Background: an optimization exercise with open tools, aiming at small area, a short achievable clock period and few clock cycles per item. Do not read the settings as production practice. RTL that was checked went through simulation tests only; none was proved equivalent to the original. Power figures rest on the tool's default switching activity, not on a simulated workload.

## P
==> flow/design.v (excerpt) <==
module tri_setup_top (
	input  logic                     clk100,
	input  logic                     rst_n,
	input  logic                     next_frame,
	input  tri_setup_pkg::vtx_word_t vtx_data,
	input  logic                     vtx_empty,
	input  logic                     tri_wait,
	output logic                     vtx_pop,
	output tri_setup_pkg::tri_word_t tri_data,
	output logic                     tri_push
);
	localparam int W  = tri_setup_pkg::COORD_W;
	localparam int CW = tri_setup_pkg::CNT_W;
	logic                    idle;
	logic                    norm;
	logic                    run;
	logic                    first;
	logic [3*(W+1)-1:0]      dx;
	logic [3*(W+1)-1:0]      dy;
	tri_setup_pkg::tri_hdr_t hdr;
	logic [2:0]              ord;
	logic [W+1:0]            w    [0:2];
	logic [W:0]              d    [0:2];
	logic [2:0]              neg;
	logic [2:0]              last;
	logic [2:0]              step;
	logic [5:0]              digit;
	vertex_sort u_sort (
		.clk100   (clk100),
		.idle     (idle),
		.vtx_data (vtx_data),
		.dx       (dx),
		.dy       (dy),
		.hdr      (hdr),
		.ord      (ord)
	);
	for (genvar k = 0; k < 3; k++)
	begin : g_edge
		logic [W+1:0]  w_norm;
		logic [W-1:0]  d_norm;
		logic [3:0]    lza_norm;
		logic [3:0]    lzd_norm;
		logic          nz_norm;
		logic          neg_norm;
		slope_issue u_issue (
			.dx     (w[k][W:0]),
			.dy     (d[k]),
			.w_init (w_norm),
			.dvs    (d_norm),
			.lz_a   (lza_norm),
			.lz_d   (lzd_norm),
			.nz     (nz_norm),
			.neg    (neg_norm)
		);
		slope_divider u_div (
			.clk100   (clk100),
			.idle     (idle),
			.norm     (norm),
			.run      (run),
			.first    (first),
			.dx_in    (dx[k*(W+1) +: W+1]),
			.dy_in    (dy[k*(W+1) +: W+1]),
			.w_norm   (w_norm),
			.d_norm   (d_norm),
			.lza_norm (lza_norm),
			.lzd_norm (lzd_norm),
			.nz_norm  (nz_norm),
			.neg_norm (neg_norm),
			.w        (w[k]),
			.d        (d[k]),
  ...
Size in the first run: roughly 4200 cells after synthesis, roughly 29000 µm² of cells after synthesis.
==> flow/config.mk <==
export PLATFORM = sky130hd
export DESIGN_NAME = tri_setup_top
export DESIGN_NICKNAME = tri_setup_top
export VERILOG_FILES = /design/flow/design.v
export SDC_FILE = /design/flow/constraint.sdc
export NUM_CORES = 4
export LEC_CHECK = 0
export ABC_AREA = 1
export CAP_MARGIN = 20
export CORE_MARGIN = 2
export CORE_UTILIZATION = 40
export SLEW_MARGIN = 20
==> flow/constraint.sdc <==
create_clock -name core_clock -period 4.5 [get_ports {clk100}]
set_input_delay 0.9000 -clock core_clock [delete_from_list [all_inputs] [get_ports {clk100}]]
set_output_delay 0.9000 -clock core_clock [all_outputs]
set_load 0.01 [all_outputs]
run.sh (not shown) runs the stock make flow with config.mk's settings and CLKGATE_MAP_FILE= SYNTH_SCRIPT=/design/flow/synth_recipe.tcl, a recipe that flattens the netlist after the stock synthesis.
Testbench counts of P, summed over its fixed seeds: cycles 8,061, items 800.
Edits applied to the flow inputs when going from P to Q:
# P
export LEC_CHECK = 0
export ABC_AREA = 1
export CAP_MARGIN = 20
export CORE_MARGIN = 2
export CORE_UTILIZATION = 40
export SLEW_MARGIN = 20
create_clock -name core_clock -period 4.5 [get_ports {clk100}]
# Q
export LEC_CHECK = 0
export ABC_AREA = 1
export CAP_MARGIN = 20
export CORE_MARGIN = 2
export CORE_UTILIZATION = 40
export SETUP_SLACK_MARGIN = 1.0
export SLEW_MARGIN = 20
create_clock -name core_clock -period 4.5 [get_ports {clk100}]
==> comparison <==
- Sort P and Q by global-route usage over all layers, descending, and Q comes first.
- The sequential share of layout area in Q sits 1.7 points below the value recorded for P.
- Going from P to Q, number of nets in the final layout grew by a few percent.
- Comparing P and Q, the lower fraction of power consumed by the clock network was measured on Q.
- Re global-route wire length before repair: P was lower than Q.
- P | stages: all done | timing, DRC, antenna: all pass
- Q: done, clean on timing, DRC and antenna
- Final design instance area without fill ends up lower on P.
- Number of buffers other than clock buffers in the final layout: Q vs P up 180
## Diff of input files: R against Q
# Q
export LEC_CHECK = 0
export ABC_AREA = 1
export CAP_MARGIN = 20
export CORE_MARGIN = 2
export CORE_UTILIZATION = 40
export SETUP_SLACK_MARGIN = 1.0
export SLEW_MARGIN = 20
create_clock -name core_clock -period 4.5 [get_ports {clk100}]
# R
export LEC_CHECK = 0
export ABC_AREA = 1
export CAP_MARGIN = 20
export CORE_MARGIN = 2
export CORE_UTILIZATION = 40
export SETUP_SLACK_MARGIN = 0.5
export SLEW_MARGIN = 20
create_clock -name core_clock -period 4.5 [get_ports {clk100}]
--- outcome ---
R vs. Q: mux cell area share after synthesis held steady; utilization moved down; hold slack higher; footprint of the multi-input gates decreased by about 5% relative to the old numbers.
Comparing R and Q, the higher overall routing resource usage is on Q.
Compared to Q, R shows a narrower setup margin.
Relative to Q, leakage power has decreased by 4.9% in R.
The data arrival time of the critical path in R sits 0.13 ns above the value recorded for Q.
The lower number of filler instances in the final layout of R and Q is in Q.
R can be clocked slower than Q.
The inputs of S differ from those of R as listed below.
# R
export LEC_CHECK = 0
export ABC_AREA = 1
export CAP_MARGIN = 20
export CORE_MARGIN = 2
export CORE_UTILIZATION = 40
export SETUP_SLACK_MARGIN = 0.5
export SLEW_MARGIN = 20
create_clock -name core_clock -period 4.5 [get_ports {clk100}]
# S
export LEC_CHECK = 0
export CAP_MARGIN = 20
export CORE_MARGIN = 2
export CORE_UTILIZATION = 40
export SLEW_MARGIN = 20
create_clock -name core_clock -period 4.5 [get_ports {clk100}]
Notes after the runs:
- For R, the end of the critical path was tri_data[31], unlike S, where it was u_sort.hdr[38].
- Going from R to S, horizontal die dimension now larger; cell leakage power now smaller.
- R and S ended up with nearly the same fraction of area in clock buffers and inverters.
- Taking R as the reference point, the cell count after synthesis of S falls by 16%.
- For final non-filler cell total, dividing the value from S by the value from R gives 0.886.
Modified inputs, T compared to S
# S
export LEC_CHECK = 0
export CAP_MARGIN = 20
export CORE_MARGIN = 2
export CORE_UTILIZATION = 40
export SLEW_MARGIN = 20
create_clock -name core_clock -period 4.5 [get_ports {clk100}]
# T
export LEC_CHECK = 0
export ABC_AREA = 1
export CAP_MARGIN = 20
export CORE_MARGIN = 2
export CORE_UTILIZATION = 40
export SETUP_SLACK_MARGIN = 1.5
export SLEW_MARGIN = 20
create_clock -name core_clock -period 4.5 [get_ports {clk100}]
==> summary.txt <==
- T finished all stages; the layout is clean.
- Re worst hold-check slack: S was lower than T.
- Largest fanout of any net on the critical path ends up lower on T.
- In the metrics for T and S, the one carrying the lower worst path setup slack after routing is S.

---

tri_setup_top, a different RTL version from the one above (not shown whole).
Size in the first run: roughly 4300 cells after synthesis, roughly 31000 um2 of cells after synthesis.
clock: 4.5 ns
lec_check: 0
abc_area: 1
cap_margin: 20
core_margin: 2
core_utilization: 60
setup_slack_margin: 1.1
slew_margin: 20
The starting point completed without violations.
Testbench counts at the start, summed over its fixed seeds: cycles 8,061, items 800.
Rerun with:
- CORE_UTILIZATION: 60 -> 40
- SETUP_SLACK_MARGIN: 1.1 -> 1.2
Cell area grows by 3.2%.
Power grows by 3.3%.
Synthesized area is unchanged.
Rerun with:
- SETUP_SLACK_MARGIN: 1.2 -> 1.1
Die area does not change.
Setup slack loses 25 ps.
Global-route usage hardly moves.
Utilization came out lower by 0.84 points.
Sequential power stays flat.
Routed wire length came out lower by 1.3%.
Total power came out lower by 2.2%.
Design area came out lower by 1.7%.
Rerun with:
- ABC_AREA: 1 -> 0
The new run produced a clean layout. Die area grows by about 0.9%. Final cell count shrinks by 6.4%. Hold slack gets better by 4.1 ps. Non-clock buffer count grows by 219. Clock skew grows by 22 ps.
Rerun with:
- ABC_AREA: 0 -> 1
- SETUP_SLACK_MARGIN: 1.1 -> 1.0
Effect: The new run completed with no timing, DRC or antenna violations; synthesized cell count goes up by about a fifth; cell count goes up by a few percent; combinational power goes down by a quarter to a third; worst setup slack gains 400 ps; register-to-register slack gains 430 ps; non-clock buffer count goes down by 276.

---

Another version of the RTL of tri_setup_top (not shown whole).
For scale: ~4200 cells after synthesis, ~330 flip-flops, ~210 I/O pins, about 31000 sq um of cells after synthesis.
clock: 4.5 ns
lec_check: 0
abc_area: 1
cap_margin: 20
core_margin: 2
core_utilization: 40
gpl_routability_driven: 0
setup_slack_margin: 1.1
slew_margin: 20
Testbench counts at the start, summed over its fixed seeds: cycles 8,061, items 800.
Next try:
- GPL_ROUTABILITY_DRIVEN: 0 -> default
- PLACE_DENSITY: default -> 0.75
=> The changed run passed the timing, design-rule and antenna checks. Final area stays flat. Routed wire length went down slightly. First-iteration DRC count went up by about a fifth. Synthesized cell count stays the same. Count of clock-buffer cells in the layout went down by 8. Non-clock buffer count went up by 11. Area after synthesis stays the same. Total power barely changes. Worst hold slack barely changes. Maximum frequency went down slightly.

---

tri_setup_top, a different RTL version from the one above (not shown whole).
Size in the first run: ~4,300 cells after synthesis, roughly 210 I/O pins.
## tri_setup_top
module tri_setup_top (
	input  logic                     clk100,
	input  logic                     rst_n,
	input  logic                     next_frame,
	input  tri_setup_pkg::vtx_word_t vtx_data,
	input  logic                     vtx_empty,
	input  logic                     tri_wait,
	output logic                     vtx_pop,
	output tri_setup_pkg::tri_word_t tri_data,
	output logic                     tri_push
);
clock: 4.5 ns
lec_check: 0
abc_area: 1
cap_margin: 20
core_margin: 2
core_utilization: 40
setup_slack_margin: 1.2
slew_margin: 20
Testbench counts at the start, summed over its fixed seeds: cycles 8,061, items 800.
==> next run, changes <==
- SETUP_SLACK_MARGIN: 1.2 -> 1.1
Effect: The new run completed with no timing, DRC or antenna violations. Final cell count decreases by about 1.3%. Cell area is lower by 2.2%. Global-route usage barely changes. Area after synthesis is unchanged. Clock power stays flat.

---

Another version of the RTL of tri_setup_top (not shown whole).
For scale: ~4200 cells after synthesis, roughly 320 flip-flops.
==> flow/config.mk <==
export PLATFORM = sky130hd
export DESIGN_NAME = tri_setup_top
export DESIGN_NICKNAME = tri_setup_top
export VERILOG_FILES = /design/flow/design.v
export SDC_FILE = /design/flow/constraint.sdc
export NUM_CORES = 4
export LEC_CHECK = 0
export ABC_AREA = 1
export CAP_MARGIN = 20
export CORE_MARGIN = 2
export CORE_UTILIZATION = 40
export SETUP_SLACK_MARGIN = 1.1
export SLEW_MARGIN = 20
==> flow/constraint.sdc <==
create_clock -name core_clock -period 4.5 [get_ports {clk100}]
set_input_delay 0.9000 -clock core_clock [delete_from_list [all_inputs] [get_ports {clk100}]]
set_output_delay 0.9000 -clock core_clock [all_outputs]
set_load 0.01 [all_outputs]
Testbench counts at the start, summed over its fixed seeds: cycles 8,061, items 800.
Next try:
CAP_MARGIN = 0   (was 20)
SETUP_SLACK_MARGIN = 0.8   (was 1.1)
SLEW_MARGIN = 0   (was 20)
After rerunning: The changed run completed without violations. Sequential cell count does not change. Critical path depth goes down by 5. Die area is unchanged. Sequential share of layout area goes up by 0.81 points. Area after synthesis is unchanged. Global-route usage goes down by 0.32 points. Design area goes down by a few percent. Worst setup slack got worse by 290 ps. First-iteration DRC count goes down by roughly a tenth. Routed wire length goes down by a few percent.
Next try:
CAP_MARGIN = 20   (was 0)
SLEW_MARGIN = 20   (was 0)
Outcome: Via count hardly moves; core utilization stays flat; cell area hardly moves.
Next try:
SETUP_SLACK_MARGIN = 0.6   (was 0.8)
Outcome:
- via count falls by 2.2%
- critical path depth rises by 6
- setup slack loses 110 ps
- synthesized cell count is unchanged
- power falls by 1.4%
- final cell count falls by 0.34%
- worst hold slack barely changes
- clock power falls by about 3%

---

Another version of the RTL of tri_setup_top (not shown whole).
Size: ~4300 cells after synthesis, about 310 flip-flops, roughly 210 I/O pins, ~30000 um2 of cells after synthesis.
Design tri_setup_top, start of the top module:
module tri_setup_top (
	input  logic                     clk100,
	input  logic                     rst_n,
	input  logic                     next_frame,
	input  tri_setup_pkg::vtx_word_t vtx_data,
	input  logic                     vtx_empty,
	input  logic                     tri_wait,
	output logic                     vtx_pop,
	output tri_setup_pkg::tri_word_t tri_data,
	output logic                     tri_push
);
clock: 4.5 ns
lec_check: 0
abc_area: 1
cap_margin: 20
core_margin: 2
core_utilization: 55
setup_slack_margin: 1.1
slew_margin: 20
==> next run, changes <==
CORE_UTILIZATION = 40   (was 55)
The changed run finished clean.
First-iteration DRC count is higher by 1.5%.
Worst setup slack hardly moves.
Design area is higher by 4.1%.
Total power is higher by 1.9%.
Non-clock buffer count is higher by 81.
Synthesized cell count does not change.
Fmax stays flat.
No run of this note included a check of the RTL's function; only the layout flow was run.

---

tri_setup_top with an RTL version that a note above also has.
Size: about 330 flip-flops, about 31000 um2 of cells after synthesis.
clock: 4.5 ns
lec_check: 0
abc_area: 1
cap_margin: 20
core_margin: 2
core_utilization: 40
cts_buf_list: sky130_fd_sc_hd__clkbuf_4 sky130_fd_sc_hd__clkbuf_8
setup_slack_margin: 1.1
slew_margin: 20
Testbench counts at the start, summed over its fixed seeds: cycles 8,061, items 800.
Rerun with:
Settings changed: CTS_BUF_LIST sky130_fd_sc_hd__clkbuf_4 sky130_fd_sc_hd__clkbuf_8 to not set, SETUP_SLACK_MARGIN 1.1 to 1.3.
Utilization climbs by 2.8 points.
Via count climbs by 1.9%.
Setup slack gets better by 120 ps.
Synthesized area does not change.

## what the ideal ports hide
No port has a modelled driver above. Below, the same layouts with a new extraction and two added sets of constraints.
Step 1 sets driving cells, clkbuf_16 on the clock port and buf_2 on the other inputs (assumed; they add their load-dependent delay and slew).
Step 2 also shifts input and output timing later by t, the mid clock arrival at the registers, as if the neighbouring blocks saw the same clock.
a / b / c = ideal ports / drivers / drivers and shift; a / b = the first two.
run | shift t [ns] | setup WS [ns] | clock arrival spread, ns | slew at the worst register clock pin (ns) | cell pins on the clock port's net
P | 0.631 | 0.274 / 0.210 / -0.318 | 0.031 / 0.031 | 0.06 / 0.06 | 1
Q | 0.626 | 0.765 / 0.700 / 0.224 | 0.024 / 0.024 | 0.07 / 0.07 | 1
R | 0.635 | 0.637 / 0.570 / 0.070 | 0.028 / 0.028 | 0.06 / 0.06 | 1
S | 0.633 | 0.220 / 0.162 / -0.411 | 0.048 / 0.048 | 0.06 / 0.06 | 1
T | 0.646 | 0.759 / 0.696 / 0.322 | 0.026 / 0.026 | 0.06 / 0.06 | 1
the first run of note 2 | 0.623 | 1.152 / 1.152 / 0.652 | 0.018 / 0.018 | 0.07 / 0.07 | 1
the second run of note 2 | 0.663 | 1.312 / 1.312 / 0.675 | 0.038 / 0.038 | 0.06 / 0.06 | 1
the third run of note 2 | 0.661 | 1.287 / 1.223 / 0.562 | 0.037 / 0.038 | 0.07 / 0.07 | 1
the fourth run of note 2 | 0.651 | 0.747 / 0.747 / 0.426 | 0.061 / 0.061 | 0.07 / 0.07 | 1
the fifth run of note 2 | 0.663 | 1.144 / 1.079 / 0.527 | 0.041 / 0.041 | 0.07 / 0.07 | 1
the first run of note 3 | 0.651 | 1.192 / 1.192 / 0.696 | 0.032 / 0.032 | 0.06 / 0.06 | 1
the second run of note 3 | 0.637 | 1.152 / 1.152 / 0.631 | 0.028 / 0.028 | 0.07 / 0.07 | 1
the first run of note 4 | 0.640 | 1.235 / 1.164 / 0.714 | 0.020 / 0.020 | 0.06 / 0.06 | 1
the second run of note 4 | 0.633 | 1.199 / 1.133 / 0.691 | 0.022 / 0.021 | 0.06 / 0.06 | 1
the first run of note 5 | 0.637 | 1.172 / 1.197 / 0.560 | 0.029 / 0.029 | 0.06 / 0.06 | 1
the second run of note 5 | 0.659 | 0.882 / 0.883 / 0.268 | 0.057 / 0.057 | 0.07 / 0.07 | 1
the third run of note 5 | 0.653 | 0.899 / 0.922 / 0.269 | 0.039 / 0.039 | 0.06 / 0.06 | 1
the fourth run of note 5 | 0.653 | 0.785 / 0.761 / 0.175 | 0.060 / 0.060 | 0.07 / 0.07 | 1
the first run of note 6 | 0.641 | 0.999 / 1.000 / 0.359 | 0.018 / 0.018 | 0.06 / 0.06 | 1
the second run of note 6 | 0.651 | 0.997 / 1.041 / 0.390 | 0.030 / 0.030 | 0.06 / 0.06 | 1
the first run of note 7 | 0.738 | 1.210 / 1.210 / 0.506 | 0.053 / 0.053 | 0.07 / 0.07 | 1
the second run of note 7 | 0.652 | 1.325 / 1.325 / 0.702 | 0.026 / 0.026 | 0.07 / 0.07 | 1
Met with ideal ports but missed after step 2: setup timing in P and S. For the third run of note 2, which loses most, drivers alone change the setup slack by -0.064 ns; drivers and shift together by -0.725 ns.
